Background: an optimization exercise with open tools, aiming at small area and a short achievable clock period. Do not read the settings as production practice.
At most, simulation tests tie the RTL to the original design; equivalence was not proved.

==> v32 <==
// eqController
module eqController #(
    parameter int ADDR_WIDTH     = 6,
    parameter int GAIN_FRAC_BITS = 14
) (
    input  logic                  S_AXI_ACLK,
    input  logic                  S_AXI_ARESETN,
    input  logic                  wr,
    input  logic [ADDR_WIDTH-1:0] wrAddr,
    input  logic [31:0]           wrData,
    output logic                  adcReq,
    output logic [15:0]           adcCmd,
    input  logic                  adcAck,
    input  logic [15:0]           adcData,
    output logic                  dacReq,
    output logic [31:0]           dacWord,
    input  logic                  dacAck
);
    logic               enable;
    logic signed [15:0] gain0, gain1;
    always_ff @(posedge S_AXI_ACLK) begin
        if (!S_AXI_ARESETN) begin
            enable <= 1'b0;
            gain0  <= 16'h4000;
            gain1  <= 16'h4000;
        end else if (wr) begin
            case (wrAddr)
                ADDR_WIDTH'(4): enable <= wrData[0];
                ADDR_WIDTH'(6): gain0  <= wrData[15:0];
                ADDR_WIDTH'(7): gain1  <= wrData[15:0];
                default: ;
            endcase
        end
    end
    localparam logic [3:0] S_IDLE = 4'd0;
    localparam logic [3:0] S_AREQ = 4'd1;
    localparam logic [3:0] S_AREL = 4'd2;
    localparam logic [3:0] S_C0   = 4'd3;
    localparam logic [3:0] S_C1   = 4'd4;
    localparam logic [3:0] S_C2   = 4'd5;
    localparam logic [3:0] S_C3   = 4'd6;
    localparam logic [3:0] S_DREQ = 4'd7;
    localparam logic [3:0] S_DREL = 4'd8;
  ...
==> module eqController, before the edit <==
module eqController #(
    parameter int ADDR_WIDTH     = 6,
    parameter int GAIN_FRAC_BITS = 14
) (
    input  logic                  S_AXI_ACLK,
    input  logic                  S_AXI_ARESETN,
    input  logic                  wr,
    input  logic [ADDR_WIDTH-1:0] wrAddr,
    input  logic [31:0]           wrData,
    output logic                  adcReq,
    output logic [15:0]           adcCmd,
    input  logic                  adcAck,
    input  logic [15:0]           adcData,
    output logic                  dacReq,
    output logic [31:0]           dacWord,
    input  logic                  dacAck
);
    logic               enable;
    logic signed [15:0] gain0, gain1;
    always_ff @(posedge S_AXI_ACLK) begin
        if (!S_AXI_ARESETN) begin
            enable <= 1'b0;
            gain0  <= 16'h4000;
            gain1  <= 16'h4000;
        end else if (wr) begin
            case (wrAddr)
                ADDR_WIDTH'(4): enable <= wrData[0];
                ADDR_WIDTH'(6): gain0  <= wrData[15:0];
                ADDR_WIDTH'(7): gain1  <= wrData[15:0];
                default: ;
            endcase
        end
    end
    localparam logic [3:0] S_IDLE = 4'd0;
    localparam logic [3:0] S_AREQ = 4'd1;
    localparam logic [3:0] S_AREL = 4'd2;
    localparam logic [3:0] S_C0   = 4'd3;
    localparam logic [3:0] S_C1   = 4'd4;
    localparam logic [3:0] S_C2   = 4'd5;
    localparam logic [3:0] S_C3   = 4'd6;
    localparam logic [3:0] S_DREQ = 4'd7;
    localparam logic [3:0] S_DREL = 4'd8;
    localparam logic [3:0] S_N1   = 4'd9;
    localparam logic [3:0] S_NX   = 4'd10;
    logic [3:0] state;
    logic       chan;
    always_ff @(posedge S_AXI_ACLK) begin
        if (!S_AXI_ARESETN) begin
            state <= S_IDLE;
            chan  <= 1'b0;
        end else begin
            case (state)
                S_IDLE: if (enable) state <= S_AREQ;
                S_AREQ: if (adcAck) state <= S_AREL;
                S_AREL: if (!adcAck) state <= S_C0;
                S_C0:   state <= S_C1;
                S_C1:   state <= S_C2;
                S_C2:   state <= S_C3;
                S_C3:   state <= S_DREQ;
                S_DREQ: if (dacAck) state <= S_DREL;
                S_DREL: if (!dacAck) state <= S_N1;
                S_N1: begin
                    state <= S_NX;
                    chan  <= !chan;
                end
                S_NX:   state <= enable ? S_AREQ : S_IDLE;
                default: state <= S_IDLE;
            endcase
        end
    end
    assign adcReq = (state == S_AREQ);
    assign dacReq = (state == S_DREQ);
    logic signed [15:0] s;
    always_ff @(posedge S_AXI_ACLK) s <= {~adcData[15], adcData[14:0]};
    logic        hit;
    logic [15:0] gNext;
    assign hit   = wr && (wrAddr == ADDR_WIDTH'({5'd3, chan}));
    assign gNext = hit ? wrData[15:0] : (chan ? gain1 : gain0);
    logic [10:0] gHi;
    always_ff @(posedge S_AXI_ACLK) begin
        if (state == S_C0) gHi <= gNext[15:5];
    end
    logic [6:0] win;
    always_comb begin
        case (state)
            S_C0:    win = {gNext[5:0], 1'b0};
            S_C1:    win = gHi[6:0];
            default: win = {gHi[10], gHi[10], gHi[10:6]};
        endcase
    end
    logic [2:0] dNeg, dOne, dTwo;
    always_ff @(posedge S_AXI_ACLK) begin
        for (int k = 0; k < 3; k++) begin
            dNeg[k] <= win[2*k+2];
            dOne[k] <= win[2*k+1] ^ win[2*k];
            dTwo[k] <= (win[2*k+2] & ~win[2*k+1] & ~win[2*k]) | (~win[2*k+2] & win[2*k+1] & win[2*k]);
        end
    end
    logic [16:0] sx;
    assign sx = {s[15], s};
    logic [21:0] rows [3];
    logic [21:0] negs;
    assign negs = {17'd0, dNeg[2], 1'b0, dNeg[1], 1'b0, dNeg[0]};
    for (genvar k = 0; k < 3; k++) begin : g_row
        logic [16:0] p;
        assign p = (({17{dOne[k]}} & sx) | ({17{dTwo[k]}} & {sx[15:0], 1'b0})) ^ {17{dNeg[k]}};
        assign rows[k] = 22'({~p[16], p[15:0]}) << (2*k);
    end
    logic [19:0] acc;
    logic [15:0] accIn;
    logic        first;
    assign first = (state == S_C1);
    assign accIn = {~(acc[19] & ~first), acc[18:4] & {15{~first}}};
    localparam logic [21:0] K = -(22'd1 << 15) - (22'd1 << 16) - (22'd1 << 18) - (22'd1 << 20);
    logic [21:0] sum;
    assign sum = 22'(accIn) + rows[0] + rows[1] + rows[2] + negs + K;
    always_ff @(posedge S_AXI_ACLK) begin
        if (state == S_C1 || state == S_C2 || state == S_C3) acc <= sum[21:2];
    end
    logic        ovf;
    logic [15:0] code;
    assign ovf  = (acc[17] != acc[16]) || (acc[17] != acc[15]);
    assign code = ovf ? {16{~acc[17]}} : {~acc[15], acc[14:0]};
    assign adcCmd  = {1'b1, chan, 14'd0};
    assign dacWord = {15'h0018, chan, code};
endmodule
Settings: LEC_CHECK=0, ABC_AREA=1, CAP_MARGIN=20, CORE_MARGIN=2, CORE_UTILIZATION=40, PLACE_DENSITY=0.6, SETUP_SLACK_MARGIN=4, SLEW_MARGIN=20; clock period 7.0 ns.
run.sh (not shown) runs the stock make flow with config.mk's settings and CLKGATE_MAP_FILE= SYNTH_SCRIPT=/design/flow/synth_recipe.tcl, a recipe that flattens the netlist after the stock synthesis.
==> inputs of v18, as changes to v32 <==
--- a/flow/design.v
+++ b/flow/design.v
@@ -72,38 +72,32 @@
     assign dacReq = (state == S_DREQ);
     logic signed [15:0] s;
     always_ff @(posedge S_AXI_ACLK) s <= {~adcData[15], adcData[14:0]};
-    logic        hit;
-    logic [15:0] gNext;
-    assign hit   = wr && (wrAddr == ADDR_WIDTH'({5'd3, chan}));
-    assign gNext = hit ? wrData[15:0] : (chan ? gain1 : gain0);
+    logic [15:0] g;
+    assign g = chan ? gain1 : gain0;
     logic [10:0] gHi;
     always_ff @(posedge S_AXI_ACLK) begin
-        if (state == S_C0) gHi <= gNext[15:5];
+        if (state == S_C1) gHi <= g[15:5];
     end
     logic [6:0] win;
     always_comb begin
         case (state)
-            S_C0:    win = {gNext[5:0], 1'b0};
-            S_C1:    win = gHi[6:0];
+            S_C1:    win = {g[5:0], 1'b0};
+            S_C2:    win = gHi[6:0];
             default: win = {gHi[10], gHi[10], gHi[10:6]};
         endcase
-    end
-    logic [2:0] dNeg, dOne, dTwo;
-    always_ff @(posedge S_AXI_ACLK) begin
-        for (int k = 0; k < 3; k++) begin
-            dNeg[k] <= win[2*k+2];
-            dOne[k] <= win[2*k+1] ^ win[2*k];
-            dTwo[k] <= (win[2*k+2] & ~win[2*k+1] & ~win[2*k]) | (~win[2*k+2] & win[2*k+1] & win[2*k]);
-        end
     end
     logic [16:0] sx;
     assign sx = {s[15], s};
     logic [21:0] rows [3];
     logic [21:0] negs;
-    assign negs = {17'd0, dNeg[2], 1'b0, dNeg[1], 1'b0, dNeg[0]};
+    assign negs = {17'd0, win[6], 1'b0, win[4], 1'b0, win[2]};
     for (genvar k = 0; k < 3; k++) begin : g_row
+        logic        n, one, two;
         logic [16:0] p;
-        assign p = (({17{dOne[k]}} & sx) | ({17{dTwo[k]}} & {sx[15:0], 1'b0})) ^ {17{dNeg[k]}};
+        assign n   = win[2*k+2];
+        assign one = win[2*k+1] ^ win[2*k];
+        assign two = (win[2*k+2] & ~win[2*k+1] & ~win[2*k]) | (~win[2*k+2] & win[2*k+1] & win[2*k]);
+        assign p   = (({17{one}} & sx) | ({17{two}} & {sx[15:0], 1'b0})) ^ {17{n}};
         assign rows[k] = 22'({~p[16], p[15:0]}) << (2*k);
     end
     logic [19:0] acc;
--- a/flow/config.mk
+++ b/flow/config.mk
@@ -5,10 +5,10 @@
 export SDC_FILE = /design/flow/constraint.sdc
 export NUM_CORES = 4
 export LEC_CHECK = 0
-export ABC_AREA = 1
+export ABC_CLOCK_PERIOD_IN_PS = 3000
 export CAP_MARGIN = 20
 export CORE_MARGIN = 2
 export CORE_UTILIZATION = 40
 export PLACE_DENSITY = 0.6
-export SETUP_SLACK_MARGIN = 4
+export SETUP_SLACK_MARGIN = 3
 export SLEW_MARGIN = 20
==> inputs of v10, as changes to v32 <==
--- a/flow/design.v
+++ b/flow/design.v
@@ -15,8 +15,8 @@
     output logic [31:0]           dacWord,
     input  logic                  dacAck
 );
-    logic               enable;
-    logic signed [15:0] gain0, gain1;
+    logic        enable;
+    logic [15:0] gain0, gain1;
     always_ff @(posedge S_AXI_ACLK) begin
         if (!S_AXI_ARESETN) begin
             enable <= 1'b0;
@@ -70,8 +70,10 @@
     end
     assign adcReq = (state == S_AREQ);
     assign dacReq = (state == S_DREQ);
-    logic signed [15:0] s;
+    logic [15:0] s;
+    logic [16:0] sx;
     always_ff @(posedge S_AXI_ACLK) s <= {~adcData[15], adcData[14:0]};
+    assign sx = {s[15], s};
     logic        hit;
     logic [15:0] gNext;
     assign hit   = wr && (wrAddr == ADDR_WIDTH'({5'd3, chan}));
@@ -91,29 +93,100 @@
     logic [2:0] dNeg, dOne, dTwo;
     always_ff @(posedge S_AXI_ACLK) begin
         for (int k = 0; k < 3; k++) begin
-            dNeg[k] <= win[2*k+2];
-            dOne[k] <= win[2*k+1] ^ win[2*k];
-            dTwo[k] <= (win[2*k+2] & ~win[2*k+1] & ~win[2*k]) | (~win[2*k+2] & win[2*k+1] & win[2*k]);
+            logic [2:0] w;
+            w = win[2*k +: 3];
+            dNeg[k] <= w[2] & ~(w[1] & w[0]);
+            dOne[k] <= w[1] ^ w[0];
+            dTwo[k] <= (w[2] & ~w[1] & ~w[0]) | (~w[2] & w[1] & w[0]);
         end
     end
-    logic [16:0] sx;
-    assign sx = {s[15], s};
-    logic [21:0] rows [3];
-    logic [21:0] negs;
-    assign negs = {17'd0, dNeg[2], 1'b0, dNeg[1], 1'b0, dNeg[0]};
-    for (genvar k = 0; k < 3; k++) begin : g_row
-        logic [16:0] p;
-        assign p = (({17{dOne[k]}} & sx) | ({17{dTwo[k]}} & {sx[15:0], 1'b0})) ^ {17{dNeg[k]}};
-        assign rows[k] = 22'({~p[16], p[15:0]}) << (2*k);
+    logic [16:0] p0, p1, p2;
+    assign p0 = (({17{dOne[0]}} & sx) | ({17{dTwo[0]}} & {sx[15:0], 1'b0})) ^ {17{dNeg[0]}};
+    assign p1 = (({17{dOne[1]}} & sx) | ({17{dTwo[1]}} & {sx[15:0], 1'b0})) ^ {17{dNeg[1]}};
+    assign p2 = (({17{dOne[2]}} & sx) | ({17{dTwo[2]}} & {sx[15:0], 1'b0})) ^ {17{dNeg[2]}};
+    logic [19:0] acc;
+    logic        first;
+    logic [15:0] A;
+    logic        Ahi;
+    assign first = (state == S_C1);
+    always_comb begin
+        A      = acc[19:4] & {16{~first}};
+        A[4]   = first ? dNeg[2] : acc[8];
+        A[10]  = first ? (gHi[6] & ~(gHi[5] & gHi[4])) : acc[14];
+        Ahi    = ~A[15];
     end
-    logic [19:0] acc;
-    logic [15:0] accIn;
-    logic        first;
-    assign first = (state == S_C1);
-    assign accIn = {~(acc[19] & ~first), acc[18:4] & {15{~first}}};
-    localparam logic [21:0] K = -(22'd1 << 15) - (22'd1 << 16) - (22'd1 << 18) - (22'd1 << 20);
+    wire fs0 = dNeg[0] ^ A[0];
+    wire fc0 = dNeg[0] & A[0];
+    wire fs1 = A[1] ^ fc0;
+    wire fc1 = A[1] & fc0;
+    wire fs2 = dNeg[1] ^ A[2] ^ fc1;
+    wire fc2 = (dNeg[1] & A[2]) | (dNeg[1] & fc1) | (A[2] & fc1);
+    wire fs3 = p0[2] ^ p1[0];
+    wire fc3 = p0[2] & p1[0];
+    wire fs4 = A[3] ^ p0[3] ^ p1[1];
+    wire fc4 = (A[3] & p0[3]) | (A[3] & p1[1]) | (p0[3] & p1[1]);
+    wire fs5 = fc3 ^ fc2;
+    wire fc5 = fc3 & fc2;
+    wire fs6 = A[4] ^ p0[4] ^ p1[2];
+    wire fc6 = (A[4] & p0[4]) | (A[4] & p1[2]) | (p0[4] & p1[2]);
+    wire fs7 = p2[0] ^ fc4 ^ fs6;
+    wire fc7 = (p2[0] & fc4) | (p2[0] & fs6) | (fc4 & fs6);
+    wire fs8 = A[5] ^ p0[5] ^ p1[3];
+    wire fc8 = (A[5] & p0[5]) | (A[5] & p1[3]) | (p0[5] & p1[3]);
+    wire fs9 = p2[1] ^ fc6 ^ fs8;
+    wire fc9 = (p2[1] & fc6) | (p2[1] & fs8) | (fc6 & fs8);
+    wire fs10 = A[6] ^ p0[6] ^ p1[4];
+    wire fc10 = (A[6] & p0[6]) | (A[6] & p1[4]) | (p0[6] & p1[4]);
+    wire fs11 = p2[2] ^ fc8 ^ fs10;
+    wire fc11 = (p2[2] & fc8) | (p2[2] & fs10) | (fc8 & fs10);
+    wire fs12 = A[7] ^ p0[7] ^ p1[5];
+    wire fc12 = (A[7] & p0[7]) | (A[7] & p1[5]) | (p0[7] & p1[5]);
+    wire fs13 = p2[3] ^ fc10 ^ fs12;
+    wire fc13 = (p2[3] & fc10) | (p2[3] & fs12) | (fc10 & fs12);
+    wire fs14 = A[8] ^ p0[8] ^ p1[6];
+    wire fc14 = (A[8] & p0[8]) | (A[8] & p1[6]) | (p0[8] & p1[6]);
+    wire fs15 = p2[4] ^ fc12 ^ fs14;
+    wire fc15 = (p2[4] & fc12) | (p2[4] & fs14) | (fc12 & fs14);
+    wire fs16 = A[9] ^ p0[9] ^ p1[7];
+    wire fc16 = (A[9] & p0[9]) | (A[9] & p1[7]) | (p0[9] & p1[7]);
+    wire fs17 = p2[5] ^ fc14 ^ fs16;
+    wire fc17 = (p2[5] & fc14) | (p2[5] & fs16) | (fc14 & fs16);
+    wire fs18 = A[10] ^ p0[10] ^ p1[8];
+    wire fc18 = (A[10] & p0[10]) | (A[10] & p1[8]) | (p0[10] & p1[8]);
+    wire fs19 = p2[6] ^ fc16 ^ fs18;
+    wire fc19 = (p2[6] & fc16) | (p2[6] & fs18) | (fc16 & fs18);
+    wire fs20 = A[11] ^ p0[11] ^ p1[9];
+    wire fc20 = (A[11] & p0[11]) | (A[11] & p1[9]) | (p0[11] & p1[9]);
+    wire fs21 = p2[7] ^ fc18 ^ fs20;
+    wire fc21 = (p2[7] & fc18) | (p2[7] & fs20) | (fc18 & fs20);
+    wire fs22 = A[12] ^ p0[12] ^ p1[10];
+    wire fc22 = (A[12] & p0[12]) | (A[12] & p1[10]) | (p0[12] & p1[10]);
+    wire fs23 = p2[8] ^ fc20 ^ fs22;
+    wire fc23 = (p2[8] & fc20) | (p2[8] & fs22) | (fc20 & fs22);
+    wire fs24 = A[13] ^ p0[13] ^ p1[11];
+    wire fc24 = (A[13] & p0[13]) | (A[13] & p1[11]) | (p0[13] & p1[11]);
+    wire fs25 = p2[9] ^ fc22 ^ fs24;
+    wire fc25 = (p2[9] & fc22) | (p2[9] & fs24) | (fc22 & fs24);
+    wire fs26 = A[14] ^ p0[14] ^ p1[12];
+    wire fc26 = (A[14] & p0[14]) | (A[14] & p1[12]) | (p0[14] & p1[12]);
+    wire fs27 = p2[10] ^ fc24 ^ fs26;
+    wire fc27 = (p2[10] & fc24) | (p2[10] & fs26) | (fc24 & fs26);
+    wire fs28 = A[15] ^ p0[15] ^ p1[13];
+    wire fc28 = (A[15] & p0[15]) | (A[15] & p1[13]) | (p0[15] & p1[13]);
+    wire fs29 = p2[11] ^ fc26 ^ fs28;
+    wire fc29 = (p2[11] & fc26) | (p2[11] & fs28) | (fc26 & fs28);
+    wire fs30 = Ahi ^ p1[14] ^ p2[12];
+    wire fc30 = (Ahi & p1[14]) | (Ahi & p2[12]) | (p1[14] & p2[12]);
+    wire fs31 = ~p0[16] ^ fc28 ^ fs30;
+    wire fc31 = (~p0[16] & fc28) | (~p0[16] & fs30) | (fc28 & fs30);
+    wire fs32 = p2[13] ^ ~p1[15] ^ fc30;
+    wire fc32 = (p2[13] & ~p1[15]) | (p2[13] & fc30) | (~p1[15] & fc30);
+    wire fs33 = p1[15] ^ p2[14] ^ ~p1[16];
+    wire fc33 = (p1[15] & p2[14]) | (p1[15] & ~p1[16]) | (p2[14] & ~p1[16]);
+    wire [21:0] csaX = {1'b1, p2[15], ~p2[15], fs33, fc31, fc29, fc27, fc25, fc23, fc21, fc19, fc17, fc15, fc13, fc11, fc9, fc7, fc5, fs4, fs3, fs1, fs0};
+    wire [21:0] csaY = {1'b0, ~p2[16], fc33, fc32, fs32, fs31, fs29, fs27, fs25, fs23, fs21, fs19, fs17, fs15, fs13, fs11, fs9, fs7, fs5, fs2, p0[1], p0[0]};
     logic [21:0] sum;
-    assign sum = 22'(accIn) + rows[0] + rows[1] + rows[2] + negs + K;
+    assign sum = csaX + csaY;
     always_ff @(posedge S_AXI_ACLK) begin
         if (state == S_C1 || state == S_C2 || state == S_C3) acc <= sum[21:2];
     end
--- a/flow/config.mk
+++ b/flow/config.mk
@@ -8,7 +8,8 @@
 export ABC_AREA = 1
 export CAP_MARGIN = 20
 export CORE_MARGIN = 2
-export CORE_UTILIZATION = 40
-export PLACE_DENSITY = 0.6
-export SETUP_SLACK_MARGIN = 4
+export CORE_UTILIZATION = 55
+export CTS_BUF_LIST = sky130_fd_sc_hd__clkbuf_4 sky130_fd_sc_hd__clkbuf_8
+export PLACE_DENSITY = 0.75
+export SETUP_SLACK_MARGIN = 2
 export SLEW_MARGIN = 20
==> inputs of v22, as changes to v32 <==
--- a/flow/design.v
+++ b/flow/design.v
@@ -72,38 +72,32 @@
     assign dacReq = (state == S_DREQ);
     logic signed [15:0] s;
     always_ff @(posedge S_AXI_ACLK) s <= {~adcData[15], adcData[14:0]};
-    logic        hit;
-    logic [15:0] gNext;
-    assign hit   = wr && (wrAddr == ADDR_WIDTH'({5'd3, chan}));
-    assign gNext = hit ? wrData[15:0] : (chan ? gain1 : gain0);
+    logic [15:0] g;
+    assign g = chan ? gain1 : gain0;
     logic [10:0] gHi;
     always_ff @(posedge S_AXI_ACLK) begin
-        if (state == S_C0) gHi <= gNext[15:5];
+        if (state == S_C1) gHi <= g[15:5];
     end
     logic [6:0] win;
     always_comb begin
         case (state)
-            S_C0:    win = {gNext[5:0], 1'b0};
-            S_C1:    win = gHi[6:0];
+            S_C1:    win = {g[5:0], 1'b0};
+            S_C2:    win = gHi[6:0];
             default: win = {gHi[10], gHi[10], gHi[10:6]};
         endcase
-    end
-    logic [2:0] dNeg, dOne, dTwo;
-    always_ff @(posedge S_AXI_ACLK) begin
-        for (int k = 0; k < 3; k++) begin
-            dNeg[k] <= win[2*k+2];
-            dOne[k] <= win[2*k+1] ^ win[2*k];
-            dTwo[k] <= (win[2*k+2] & ~win[2*k+1] & ~win[2*k]) | (~win[2*k+2] & win[2*k+1] & win[2*k]);
-        end
     end
     logic [16:0] sx;
     assign sx = {s[15], s};
     logic [21:0] rows [3];
     logic [21:0] negs;
-    assign negs = {17'd0, dNeg[2], 1'b0, dNeg[1], 1'b0, dNeg[0]};
+    assign negs = {17'd0, win[6], 1'b0, win[4], 1'b0, win[2]};
     for (genvar k = 0; k < 3; k++) begin : g_row
+        logic        n, one, two;
         logic [16:0] p;
-        assign p = (({17{dOne[k]}} & sx) | ({17{dTwo[k]}} & {sx[15:0], 1'b0})) ^ {17{dNeg[k]}};
+        assign n   = win[2*k+2];
+        assign one = win[2*k+1] ^ win[2*k];
+        assign two = (win[2*k+2] & ~win[2*k+1] & ~win[2*k]) | (~win[2*k+2] & win[2*k+1] & win[2*k]);
+        assign p   = (({17{one}} & sx) | ({17{two}} & {sx[15:0], 1'b0})) ^ {17{n}};
         assign rows[k] = 22'({~p[16], p[15:0]}) << (2*k);
     end
     logic [19:0] acc;
--- a/flow/config.mk
+++ b/flow/config.mk
@@ -5,10 +5,8 @@
 export SDC_FILE = /design/flow/constraint.sdc
 export NUM_CORES = 4
 export LEC_CHECK = 0
-export ABC_AREA = 1
 export CAP_MARGIN = 20
 export CORE_MARGIN = 2
 export CORE_UTILIZATION = 40
 export PLACE_DENSITY = 0.6
-export SETUP_SLACK_MARGIN = 4
 export SLEW_MARGIN = 20
==> notes.md <==
Final period demand of the worst path: v22 6.18 ns; v18 5.03 ns; v10 4.38 ns; v32 3.63 ns
Share of final-layout standard cells stronger than drive strength 1: v22 9.21%; v18 20.1%; v10 3.91%; v32 28.0%
Overall die area: v22 20,100 µm²; v18 20,100 µm²; v10 13,600 µm²; v32 18,800 µm²
Most common cell on crit path: v22 sky130_fd_sc_hd__fa_1; v18 sky130_fd_sc_hd__fa_1; v10 sky130_fd_sc_hd__nand2_1; v32 -
N_taps: v22 234; v18 234; v10 172; v32 225
Inverter count: v22 66; v18 66; v10 155; v32 147
Starting Density: v22 40.7%; v18 40.7%; v10 55.8%; v32 40.9%
Outcome: v22 timing/DRC/antenna clean; v18 timing/DRC/antenna clean; v10 timing/DRC/antenna clean; v32 timing/DRC/antenna clean
Source of the worst register-to-register timing path: v22 chan; v18 chan; v10 state[1]; v32 dTwo[1]
Count of unique library cells instantiated by Yosys: v22 69; v18 69; v10 38; v32 47
Clock transition time at the flip-flop clock pins of the worst setup and hold paths: v22 0.07 ns; v18 0.08 ns; v10 0.10 ns; v32 0.07 ns
Post-synthesis share of cell area spent on and, or, nand and nor gates: v22 15.8%; v18 15.8%; v10 18.3%; v32 17.6%
Non-Filler Cell Area, Final: v22 8510 µm²; v18 9350 µm²; v10 7760 µm²; v32 9630 µm²
Number of buffers inserted by post-CTS setup repair: v22 0; v18 33; v10 0; v32 36
Drt first-iter violations: v22 264; v18 328; v10 338; v32 317
Maximum clock rate: v22 0.162 GHz; v18 0.199 GHz; v10 0.228 GHz; v32 0.275 GHz
Dpl hpwl: v22 13.6 mm; v18 13.5 mm; v10 12.1 mm; v32 13.0 mm
First-pass iteration count of the detailed router: v22 5; v18 5; v10 6; v32 5
Crit path max-delay cell type: v22 sky130_fd_sc_hd__dfxtp_1; v18 sky130_fd_sc_hd__fa_1; v10 sky130_fd_sc_hd__fa_1; v32 sky130_fd_sc_hd__fa_1
Num rows: v22 50; v18 50; v10 41; v32 48
Smallest setup slack after layout: v22 0.824 ns; v18 1.97 ns; v10 2.62 ns; v32 3.37 ns
Yosys warning total: v22 2; v18 2; v10 1; v32 2
Final design utilization: v22 45.7%; v18 50.2%; v10 62.3%; v32 55.7%
Register bit count reported by yosys: v22 85; v18 85; v10 94; v32 94
The RTL of v32, v18 and v22 was laid out without a check of its function.

## re-timing with driven ports
No port has a modelled driver above. Below, the same layouts with a new extraction and two added sets of constraints. Step 1 (the two cells are an assumption about what drives the block):
set clk [get_ports {S_AXI_ACLK}]
set_driving_cell -lib_cell sky130_fd_sc_hd__clkbuf_16 $clk
set_driving_cell -lib_cell sky130_fd_sc_hd__buf_2 [delete_from_list [all_inputs] $clk]
Step 2 adds t to the input delays and takes it off the output delays; t is the mean of the earliest and latest rising clock arrival at the registers after step 1. Input paths then give back, and output paths get back, about the clock's delay inside the block. Three values: no drivers, after step 1, after step 2; two values: the first two.
| run | t, ns | setup slack, ns | worst setup path at the end |
|---|---|---|---|
| v32 | 0.397 | 3.367 / 3.367 / 3.367 | register to register |
| v18 | 0.402 | 1.970 / 1.970 / 1.970 | register to register |
| v10 | 0.407 | 2.617 / 2.617 / 2.617 | register to register |
| v22 | 0.401 | 0.824 / 0.824 / 0.824 | register to register |
After both steps every run listed still meets setup and hold.
